What follows belongs to an exercise in optimizing a design on an open flow for small area, a short achievable clock period and few clock cycles; a production flow would make more cautious choices. In this exercise RTL edits were held to simulation tests only and were not proved equivalent to the original. Power figures rest on the tool's default switching activity, not on a simulated workload.

## run.sh

```bash
#!/bin/bash
# synth_recipe.tcl (not shown) runs the flow's synth.tcl, then flattens the netlist and writes it again
# the make line also repeats each setting of config.mk as NAME=value (left out here)
make -C /OpenROAD-flow-scripts/flow DESIGN_CONFIG=/design/flow/config.mk WORK_HOME=/design/flow/orfs CLKGATE_MAP_FILE= SYNTH_SCRIPT=/design/flow/synth_recipe.tcl finish
```

## config.mk

```make
export PLATFORM = sky130hd
export DESIGN_NAME = deadlock_detection_safety_check
export DESIGN_NICKNAME = deadlock_detection_safety_check
export VERILOG_FILES = /design/flow/design.v
export SDC_FILE = /design/flow/constraint.sdc
export NUM_CORES = 4
export LEC_CHECK = 0
export CAP_MARGIN = 20
export CORE_MARGIN = 2
export CORE_UTILIZATION = 40
export SLEW_MARGIN = 20
```

## constraint.sdc

```tcl
create_clock -name core_clock -period 5.0 [get_ports {clock}]
set_input_delay 1.0000 -clock core_clock [delete_from_list [all_inputs] [get_ports {clock}]]
set_output_delay 1.0000 -clock core_clock [all_outputs]
set_load 0.01 [all_outputs]
```

## design.v

```verilog
package dds_pkg;
   localparam int NPROC_DEF = 8;
   localparam int NRES_DEF  = 4;
   localparam int ACTION_W  = 2;
   localparam int PIDX_W    = 3;
   localparam int RIDX_W    = 2;
   localparam int UNITS_W   = 16;
   localparam int WORK_W    = 20;
   localparam int MASK_W    = 8;
   localparam int COUNT_W   = 4;
   localparam int IDX_MAX_W = 4;
   localparam logic [WORK_W-1:0] WORK_MAX = {WORK_W{1'b1}};
   typedef enum logic [ACTION_W-1:0] {
      ACT_LOAD_ENTRY = 2'd0,
      ACT_LOAD_FREE  = 2'd1,
      ACT_RUN        = 2'd2
   } action_type;
   typedef enum logic [2:0] {
      ST_IDLE,
      ST_PICK,
      ST_CHECK,
      ST_RELEASE,
      ST_ADVANCE,
      ST_REPORT
   } state_type;
   typedef struct packed {
      logic                 copy;
      logic                 free_we;
      logic [IDX_MAX_W-1:0] free_idx;
      logic [UNITS_W-1:0]   free_data;
      logic                 rel;
      logic [IDX_MAX_W-1:0] idx;
   } work_cmd_type;
endpackage
module dds_ram #(
   parameter int WIDTH = 32,
   parameter int DEPTH = 32
) (
   input  logic                     clock,
   input  logic                     we,
   input  logic [$clog2(DEPTH)-1:0] waddr,
   input  logic [WIDTH-1:0]         wdata,
   input  logic                     re,
   input  logic [$clog2(DEPTH)-1:0] raddr,
   output logic [WIDTH-1:0]         rdata
);
   logic [WIDTH-1:0] mem_ff [DEPTH];
   logic [WIDTH-1:0] rdata_ff;
   always_ff @(posedge clock) begin
      if (we) begin
         mem_ff[waddr] <= wdata;
      end
      if (re) begin
         rdata_ff <= mem_ff[raddr];
      end
   end
   assign rdata = rdata_ff;
endmodule
module dds_work #(
   parameter int NRES = dds_pkg::NRES_DEF
) (
   input  logic                        clock,
   input  logic                        reset,
   input  dds_pkg::work_cmd_type       cmd,
   input  logic [dds_pkg::UNITS_W-1:0] held,
   input  logic [dds_pkg::UNITS_W-1:0] need,
   output logic                        fit
);
   localparam int RW = (NRES > 1) ? $clog2(NRES) : 1;
   logic [dds_pkg::UNITS_W-1:0] free_ff [NRES];
   logic [dds_pkg::WORK_W-1:0]  work_ff [NRES];
   logic [dds_pkg::WORK_W-1:0]  work_sel;
   logic [dds_pkg::WORK_W:0]    sum;
   logic [dds_pkg::WORK_W-1:0]  sum_sat;
   logic [RW-1:0]               idx;
   logic [RW-1:0]               free_idx;
   assign idx      = cmd.idx[RW-1:0];
   assign free_idx = cmd.free_idx[RW-1:0];
   assign work_sel = work_ff[idx];
   assign fit      = (dds_pkg::WORK_W'(need) <= work_sel);
   assign sum      = (dds_pkg::WORK_W+1)'(work_sel) + (dds_pkg::WORK_W+1)'(held);
   assign sum_sat  = sum[dds_pkg::WORK_W] ? dds_pkg::WORK_MAX : sum[dds_pkg::WORK_W-1:0];
   always_ff @(posedge clock) begin
      if (cmd.free_we) begin
         free_ff[free_idx] <= cmd.free_data;
      end
   end
   always_ff @(posedge clock) begin
      if (reset) begin
         for (int i = 0; i < NRES; i++) begin
            work_ff[i] <= '0;
         end
      end else if (cmd.copy) begin
         for (int i = 0; i < NRES; i++) begin
            work_ff[i] <= dds_pkg::WORK_W'(free_ff[i]);
         end
      end else if (cmd.rel) begin
         work_ff[idx] <= sum_sat;
      end
   end
endmodule
module deadlock_detection_safety_check #(
   parameter int NPROC = dds_pkg::NPROC_DEF,
   parameter int NRES  = dds_pkg::NRES_DEF
) (
   input  logic                         clock,
   input  logic                         reset,
   input  logic                         req_valid,
   output logic                         req_ready,
   input  logic [dds_pkg::ACTION_W-1:0] req_action,
   input  logic [dds_pkg::PIDX_W-1:0]   req_process_index,
   input  logic [dds_pkg::RIDX_W-1:0]   req_resource_index,
   input  logic [dds_pkg::UNITS_W-1:0]  req_held_units,
   input  logic [dds_pkg::UNITS_W-1:0]  req_max_units,
   input  logic [dds_pkg::UNITS_W-1:0]  req_free_units,
   output logic                         rsp_valid,
   input  logic                         rsp_ready,
   output logic                         rsp_deadlocked,
   output logic [dds_pkg::MASK_W-1:0]   rsp_blocked_mask,
   output logic [dds_pkg::COUNT_W-1:0]  rsp_finished_count
);
   localparam int PW    = (NPROC > 1) ? $clog2(NPROC) : 1;
   localparam int RW    = (NRES > 1) ? $clog2(NRES) : 1;
   localparam int CW    = $clog2(NRES + 1);
   localparam int NW    = $clog2(NPROC + 1);
   localparam int AW    = PW + RW;
   localparam int DEPTH = 1 << AW;
   localparam int DW    = 2 * dds_pkg::UNITS_W;
   dds_pkg::state_type state_ff, state_in;
   logic [PW-1:0]    proc_ff, proc_in;
   logic [PW-1:0]    pass_ff, pass_in;
   logic [CW-1:0]    iss_ff, iss_in;
   logic             rd_vld_ff, rd_vld_in;
   logic [RW-1:0]    rd_idx_ff, rd_idx_in;
   logic             fit_ff, fit_in;
   logic             progress_ff, progress_in;
   logic [NW-1:0]    done_ff, done_in;
   logic [NPROC-1:0] flags_ff, flags_in;
   logic                        rsp_valid_ff, rsp_valid_in;
   logic                        rsp_dead_ff, rsp_dead_in;
   logic [dds_pkg::MASK_W-1:0]  rsp_mask_ff, rsp_mask_in;
   logic [dds_pkg::COUNT_W-1:0] rsp_count_ff, rsp_count_in;
   logic [dds_pkg::MASK_W-1:0]  blocked;
   logic                        req_fire;
   logic                        issuing;
   logic                        rd_last;
   logic                        report_fire;
   logic                        entry_ok;
   logic                        free_ok;
   logic [dds_pkg::UNITS_W-1:0] load_need;
   logic          ram_we;
   logic [AW-1:0] ram_waddr;
   logic [DW-1:0] ram_wdata;
   logic          ram_re;
   logic [AW-1:0] ram_raddr;
   logic [DW-1:0] ram_rdata;
   dds_pkg::work_cmd_type cmd;
   logic                  chk_fit;
   assign req_ready   = (state_ff == dds_pkg::ST_IDLE);
   assign req_fire    = req_valid && req_ready;
   assign issuing     = (iss_ff != CW'(NRES));
   assign rd_last     = (rd_idx_ff == RW'(NRES - 1));
   assign report_fire = !rsp_valid_ff || rsp_ready;
   assign entry_ok    = (32'(req_process_index) < NPROC) && (32'(req_resource_index) < NRES);
   assign free_ok     = (32'(req_resource_index) < NRES);
   assign load_need   = (req_max_units > req_held_units) ? (req_max_units - req_held_units)
                                                          : '0;
   for (genvar g = 0; g < dds_pkg::MASK_W; g++) begin : g_mask
      if (g < NPROC) begin : g_live
         assign blocked[g] = !flags_ff[g];
      end else begin : g_none
         assign blocked[g] = 1'b0;
      end
   end
   dds_ram #(
      .WIDTH (DW),
      .DEPTH (DEPTH)
   ) u_table (
      .clock (clock),
      .we    (ram_we),
      .waddr (ram_waddr),
      .wdata (ram_wdata),
      .re    (ram_re),
      .raddr (ram_raddr),
      .rdata (ram_rdata)
   );
   dds_work #(
      .NRES (NRES)
   ) u_work (
      .clock (clock),
      .reset (reset),
      .cmd   (cmd),
      .held  (ram_rdata[DW-1:dds_pkg::UNITS_W]),
      .need  (ram_rdata[dds_pkg::UNITS_W-1:0]),
      .fit   (chk_fit)
   );
   always_comb begin
      state_in = state_ff;
      unique case (state_ff)
         dds_pkg::ST_IDLE: begin
            if (req_fire && (req_action == dds_pkg::ACT_RUN)) begin
               state_in = dds_pkg::ST_PICK;
            end
         end
         dds_pkg::ST_PICK: begin
            state_in = flags_ff[proc_ff] ? dds_pkg::ST_ADVANCE : dds_pkg::ST_CHECK;
         end
         dds_pkg::ST_CHECK: begin
            if (rd_vld_ff && rd_last) begin
               state_in = (fit_ff && chk_fit) ? dds_pkg::ST_RELEASE : dds_pkg::ST_ADVANCE;
            end
         end
         dds_pkg::ST_RELEASE: begin
            if (rd_vld_ff && rd_last) begin
               state_in = dds_pkg::ST_ADVANCE;
            end
         end
         dds_pkg::ST_ADVANCE: begin
            if (proc_ff != PW'(NPROC - 1)) begin
               state_in = dds_pkg::ST_PICK;
            end else if (progress_ff && (pass_ff != PW'(NPROC - 1))) begin
               state_in = dds_pkg::ST_PICK;
            end else begin
               state_in = dds_pkg::ST_REPORT;
            end
         end
         dds_pkg::ST_REPORT: begin
            if (report_fire) begin
               state_in = dds_pkg::ST_IDLE;
            end
         end
         default: state_in = dds_pkg::ST_IDLE;
      endcase
   end
   always_comb begin
      proc_in     = proc_ff;
      pass_in     = pass_ff;
      iss_in      = iss_ff;
      rd_vld_in   = 1'b0;
      rd_idx_in   = iss_ff[RW-1:0];
      fit_in      = fit_ff;
      progress_in = progress_ff;
      done_in     = done_ff;
      flags_in    = flags_ff;
      ram_we    = 1'b0;
      ram_waddr = {PW'(req_process_index), RW'(req_resource_index)};
      ram_wdata = {req_held_units, load_need};
      ram_re    = 1'b0;
      ram_raddr = {proc_ff, iss_ff[RW-1:0]};
      cmd           = '0;
      cmd.free_idx  = dds_pkg::IDX_MAX_W'(req_resource_index);
      cmd.free_data = req_free_units;
      cmd.idx       = dds_pkg::IDX_MAX_W'(rd_idx_ff);
      rsp_valid_in = rsp_valid_ff && !rsp_ready;
      rsp_dead_in  = rsp_dead_ff;
      rsp_mask_in  = rsp_mask_ff;
      rsp_count_in = rsp_count_ff;
      unique case (state_ff)
         dds_pkg::ST_IDLE: begin
            if (req_fire) begin
               case (req_action)
                  dds_pkg::ACT_LOAD_ENTRY: ram_we = entry_ok;
                  dds_pkg::ACT_LOAD_FREE:  cmd.free_we = free_ok;
                  dds_pkg::ACT_RUN: begin
                     cmd.copy    = 1'b1;
                     flags_in    = '0;
                     done_in     = '0;
                     proc_in     = '0;
                     pass_in     = '0;
                     progress_in = 1'b0;
                  end
                  default: ;
               endcase
            end
         end
         dds_pkg::ST_PICK: begin
            iss_in = '0;
            fit_in = 1'b1;
         end
         dds_pkg::ST_CHECK: begin
            if (issuing) begin
               ram_re    = 1'b1;
               rd_vld_in = 1'b1;
               iss_in    = iss_ff + CW'(1);
            end
            if (rd_vld_ff) begin
               fit_in = fit_ff && chk_fit;
               if (rd_last) begin
                  iss_in = '0;
               end
            end
         end
         dds_pkg::ST_RELEASE: begin
            if (issuing) begin
               ram_re    = 1'b1;
               rd_vld_in = 1'b1;
               iss_in    = iss_ff + CW'(1);
            end
            if (rd_vld_ff) begin
               cmd.rel = 1'b1;
               if (rd_last) begin
                  flags_in[proc_ff] = 1'b1;
                  done_in           = done_ff + NW'(1);
                  progress_in       = 1'b1;
               end
            end
         end
         dds_pkg::ST_ADVANCE: begin
            if (proc_ff != PW'(NPROC - 1)) begin
               proc_in = proc_ff + PW'(1);
            end else if (progress_ff && (pass_ff != PW'(NPROC - 1))) begin
               proc_in     = '0;
               pass_in     = pass_ff + PW'(1);
               progress_in = 1'b0;
            end
         end
         dds_pkg::ST_REPORT: begin
            if (report_fire) begin
               rsp_valid_in = 1'b1;
               rsp_dead_in  = (done_ff != NW'(NPROC));
               rsp_mask_in  = blocked;
               rsp_count_in = dds_pkg::COUNT_W'(done_ff);
            end
         end
         default: ;
      endcase
   end
   always_ff @(posedge clock) begin
      if (reset) begin
         state_ff     <= dds_pkg::ST_IDLE;
         proc_ff      <= '0;
         pass_ff      <= '0;
         iss_ff       <= '0;
         rd_vld_ff    <= 1'b0;
         fit_ff       <= 1'b0;
         progress_ff  <= 1'b0;
         done_ff      <= '0;
         flags_ff     <= '0;
         rsp_valid_ff <= 1'b0;
      end else begin
         state_ff     <= state_in;
         proc_ff      <= proc_in;
         pass_ff      <= pass_in;
         iss_ff       <= iss_in;
         rd_vld_ff    <= rd_vld_in;
         fit_ff       <= fit_in;
         progress_ff  <= progress_in;
         done_ff      <= done_in;
         flags_ff     <= flags_in;
         rsp_valid_ff <= rsp_valid_in;
      end
   end
   always_ff @(posedge clock) begin
      rd_idx_ff    <= rd_idx_in;
      rsp_dead_ff  <= rsp_dead_in;
      rsp_mask_ff  <= rsp_mask_in;
      rsp_count_ff <= rsp_count_in;
   end
   assign rsp_valid          = rsp_valid_ff;
   assign rsp_deadlocked     = rsp_dead_ff;
   assign rsp_blocked_mask   = rsp_mask_ff;
   assign rsp_finished_count = rsp_count_ff;
endmodule
```

==> impl_metrics.toml <==
[status]
status = "finished clean"

[routing]
drcViolationCount = 0
wl_per_cell_um = 29.14
routed_via_density = 5.756
vias = 25060
ant_nets = 0
detail_route.first_pass.iterations = 6
drt-total-wl_mm = 126.9
drt_iter0_drc = 2548

[global_routing]
overflow = 0
grt_pass1_vias = 25700
track_usage = 0.2003
grt_max_degree = 55
antenna_found_initial = 3
grt_pass1_wl_mm = 182.2

[logic_synthesis]
ys_ff_latch = 1243
synth_area_um2 = 49660
synth_area_leader_cell = "edfxtp_1"
dominantRegCellSynth = "edfxtp_1"
synth_fp_nets = 2539
synth_edf_count = 1213
ys_seq_area_frac = 0.7455
netlist_instances = 2418
synth_area_leaders = "edfxtp_1, mux4_2, ha_1"
synth_top_cell_area_share = 0.7334
yosysWarnings = 3
synthArstFlopShare = 0
synth.distinct_cells = 59
syn_area_per_cell_um2 = 20.54

[cts]
ctsHoldBuffers = 0
clock-sinks = 1243
cts_buffers = 121
clk_latency_ns = 0.73
root_buffer = "clkbuf_16"
post_cts_resize_count = 0
cts_tree = "done"
htreeDepth = 3
post_cts_buffers = 0
clk_pin_slew_ns = 0.06
cts.path.max_buffers = 3

[finish]
fin_area_um2 = 57810
final_util = 0.4682
drive_above_1_share = 0.2662
nets = 2734
area_growth_syn_to_layout_pct = 16.41

[pwr]
power.internal_uw = 17800
pwr-share-clk = 0.418
power_density_nw_per_um2 = 391.7
p_leak_uw = 0.01781
p_sw_frac = 0.2141
combPwrFrac = 0.066
power_uw = 22650
p_sw_uw = 4848
peakVddDrop_mv = 0.3557
pwr-share-seq = 0.516

[setup_path]
r2r_start = "rd_idx_ff[0]"
critPathRequiredTime_ns = 5.56
crit_fanout = 17
worstSetupPathType = "reg2reg"
arrival_ns = 4.64
critPathSlowestCell = "a211oi_4"
critPathLaunchType = "flip-flop"
critPathCaptureType = "flip-flop"
startpoint = "rd_idx_ff[0]"
path_cells = "buf_4 > mux4_2 > ha_1 > nor2b_1 > o2111ai_1 > a21oi_2 > o21ai_1 > a211oi_4 > o21bai_1 > a22o_1"
max_stage_delay_ns = 0.77

[sta]
period_needed_ns = 4.071
rsz0062_at_grt = "no"
clock_skew_ns = 0.03824
period_share = 0.8142
relSlewSlack = 0.2566
setup_viol = 0
slew_viol_final = 0
max_clock_freq_mhz = 245.6
setup_tns_ns = 0
finalHoldViolations = 0
worstMarginPinSlew_ns = 1.115

[floorplan]
die_h_um = 356.4
rows = 129
io_pins = 74
dieArea_um2 = 127000
start_util = 0.4022
core-area_um2 = 123500
die_w_um = 356.4

[place]
io_buffer_count = 73
gp_congestion = 0.8700
placed_area_um2 = 53590
dpl.hpwl_mm = 71.28

[worst_hold_path]
min_from = "flags_ff[1]"
holdCritPathClass = "reg2reg"

[run]
drv_cap = 0
## critical path: cells and delay by family (launching register included)
| kind | cells | cell delay, ns |
|---|---|---|
| buf+inv | 1 | 0.22 |
| compound gates | 6 | 2.05 |
| simple gates | 1 | 0.22 |
| flops | 1 | 0.49 |
| mux | 1 | 0.56 |
| fa+ha+maj | 1 | 0.37 |
## path summary, 6_finish.rpt
| kind | endpoint | slack [ns] | cells past startpoint |
|---|---|---|---|
| min reg2reg | rsp_mask_ff[1] | 0.47 | 1 |
| max reg2reg | u_work.work_ff[0][15] | 0.93 | 10 |
| max | u_work.work_ff[0][15] | 0.93 | 10 |
| min | rsp_mask_ff[1] | 0.47 | 1 |
## layout by cell type (no fill, tap or decap), types with 60 or more instances in the layout
cell type,synthesis,final
buf_4,3,64
clkbuf_16,0,123
nand2_1,103,103
clkdlybuf4s50_1,0,73
o21ai_0,61,61
mux4_2,342,342
nor2_1,125,90
ha_1,60,60
inv_1,67,66
edfxtp_1,1213,1213
## cells by family after synthesis
group	synth area share
XOR/XNOR	0.004762
flip-flops	0.7455
buffers and inverters	0.01504
adder cells (fa/ha/maj)	0.01592
AND/OR/NAND/NOR	0.02980
multiplexers	0.1630
AO/OA/AOI/OAI	0.02598
## Yosys cell counts, drive strengths merged (3+ instances only)
master and number:
or2 5, nand4 7, nor2b 7, o21bai 8, or3 6, nand4b 3
o21a 7, mux2i 3, nand2 103, a31oi 3, ha 60, and3 7
mux2 32, a21boi 3, a21o 17, xnor2 20, nor2 125, mux4 342
dfxtp 30, nor3 9, xor2 7, clkbuf 53, o22ai 3, nand2b 17
a211oi 5, nand3b 4, nor3b 3, o2111ai 3, o21ai 69, a22oi 3
o211ai 6, and2 4, o31ai 3, nand3 19, edfxtp 1213, nor4 6
inv 67, buf 56, a21oi 47, a22o 16
## area by class of cell
class                           count  area (µm²)
Timing Repair Buffer              181        2100
Fill cell                       10020       65660
Clock inverter                     83       997.2
Clock buffer                      143        3183
Inverter                           67       254.0
Sequential cell                  1243       37040
Multi-Input combinational cell    999       12190
Tap cell                         1637        2048
Antenna cell                        1       2.502
## routing by layer
layer	GRT usage	routed length [µm]
met4	0.05181	3278
met3	0.03294	8604
met1	0.2780	52820
met5	0	11
met2	0.3305	62180
## sequential cells by signal, summed over array words and instances, names as in the netlist, 3 cells and up
signal            flops
pass_ff               3
done_ff               4
rsp_count_ff          4
u_work.work_ff       80
iss_ff                3
rsp_mask_ff           8
u_work.free_ff       64
u_table.mem_ff     1024
flags_ff              8
u_table.rdata_ff     32
state_ff              3
proc_ff               3
## stage by stage
step / std cells / worst slack (ns) / hold WS [ns]
floorplan: 2418 / 0.5224 / 0.3529
global placement: 4126 / 0.4302 / 0.4542
detailed placement: 4126 / 0.2834 / 0.4642
CTS: 4352 / 0.9733 / 0.4809
global route: 4353 / 0.8133 / 0.4937
finish: 4354 / 0.9289 / 0.4737
## power by group through the flow
stage | combinational (µW) | clock, µW | sequential, µW
2_1_floorplan | 967 | 0 | 11900
3_3_place_gp | 1460 | 0 | 11900
3_5_place_dp | 1500 | 0 | 11900
4_1_cts | 1510 | 9630 | 11700
5_1_grt | 1620 | 10000 | 11700
6_report | 1500 | 9470 | 11700
Testbench counts, summed over its fixed seeds: cycles 73,336.

-- separate check: timing with driven ports --
The results above use ideal ports. As a check the final layout listed here was re-extracted and re-timed, cells and wires unchanged.
Step 1 assumes that a clkbuf_16 drives the clock port and a buf_2 every other input.
Step 2 also shifts input and output timing later by t, the mid clock arrival at the registers, as if the neighbouring blocks saw the same clock.
a / b / c = ideal / step 1 / step 2; a / b = the first two.
shift t [ns]: 0.775
slack for setup (ns): 0.929 / 0.929 / 0.409
hold slack, ns: 0.474 / 0.474 / 0.474
clock arrival spread, ns: 0.042 / 0.042
After both steps this run still meets setup and hold. For this run, drivers alone change the setup slack by 0.000 ns; drivers and shift together by -0.520 ns.
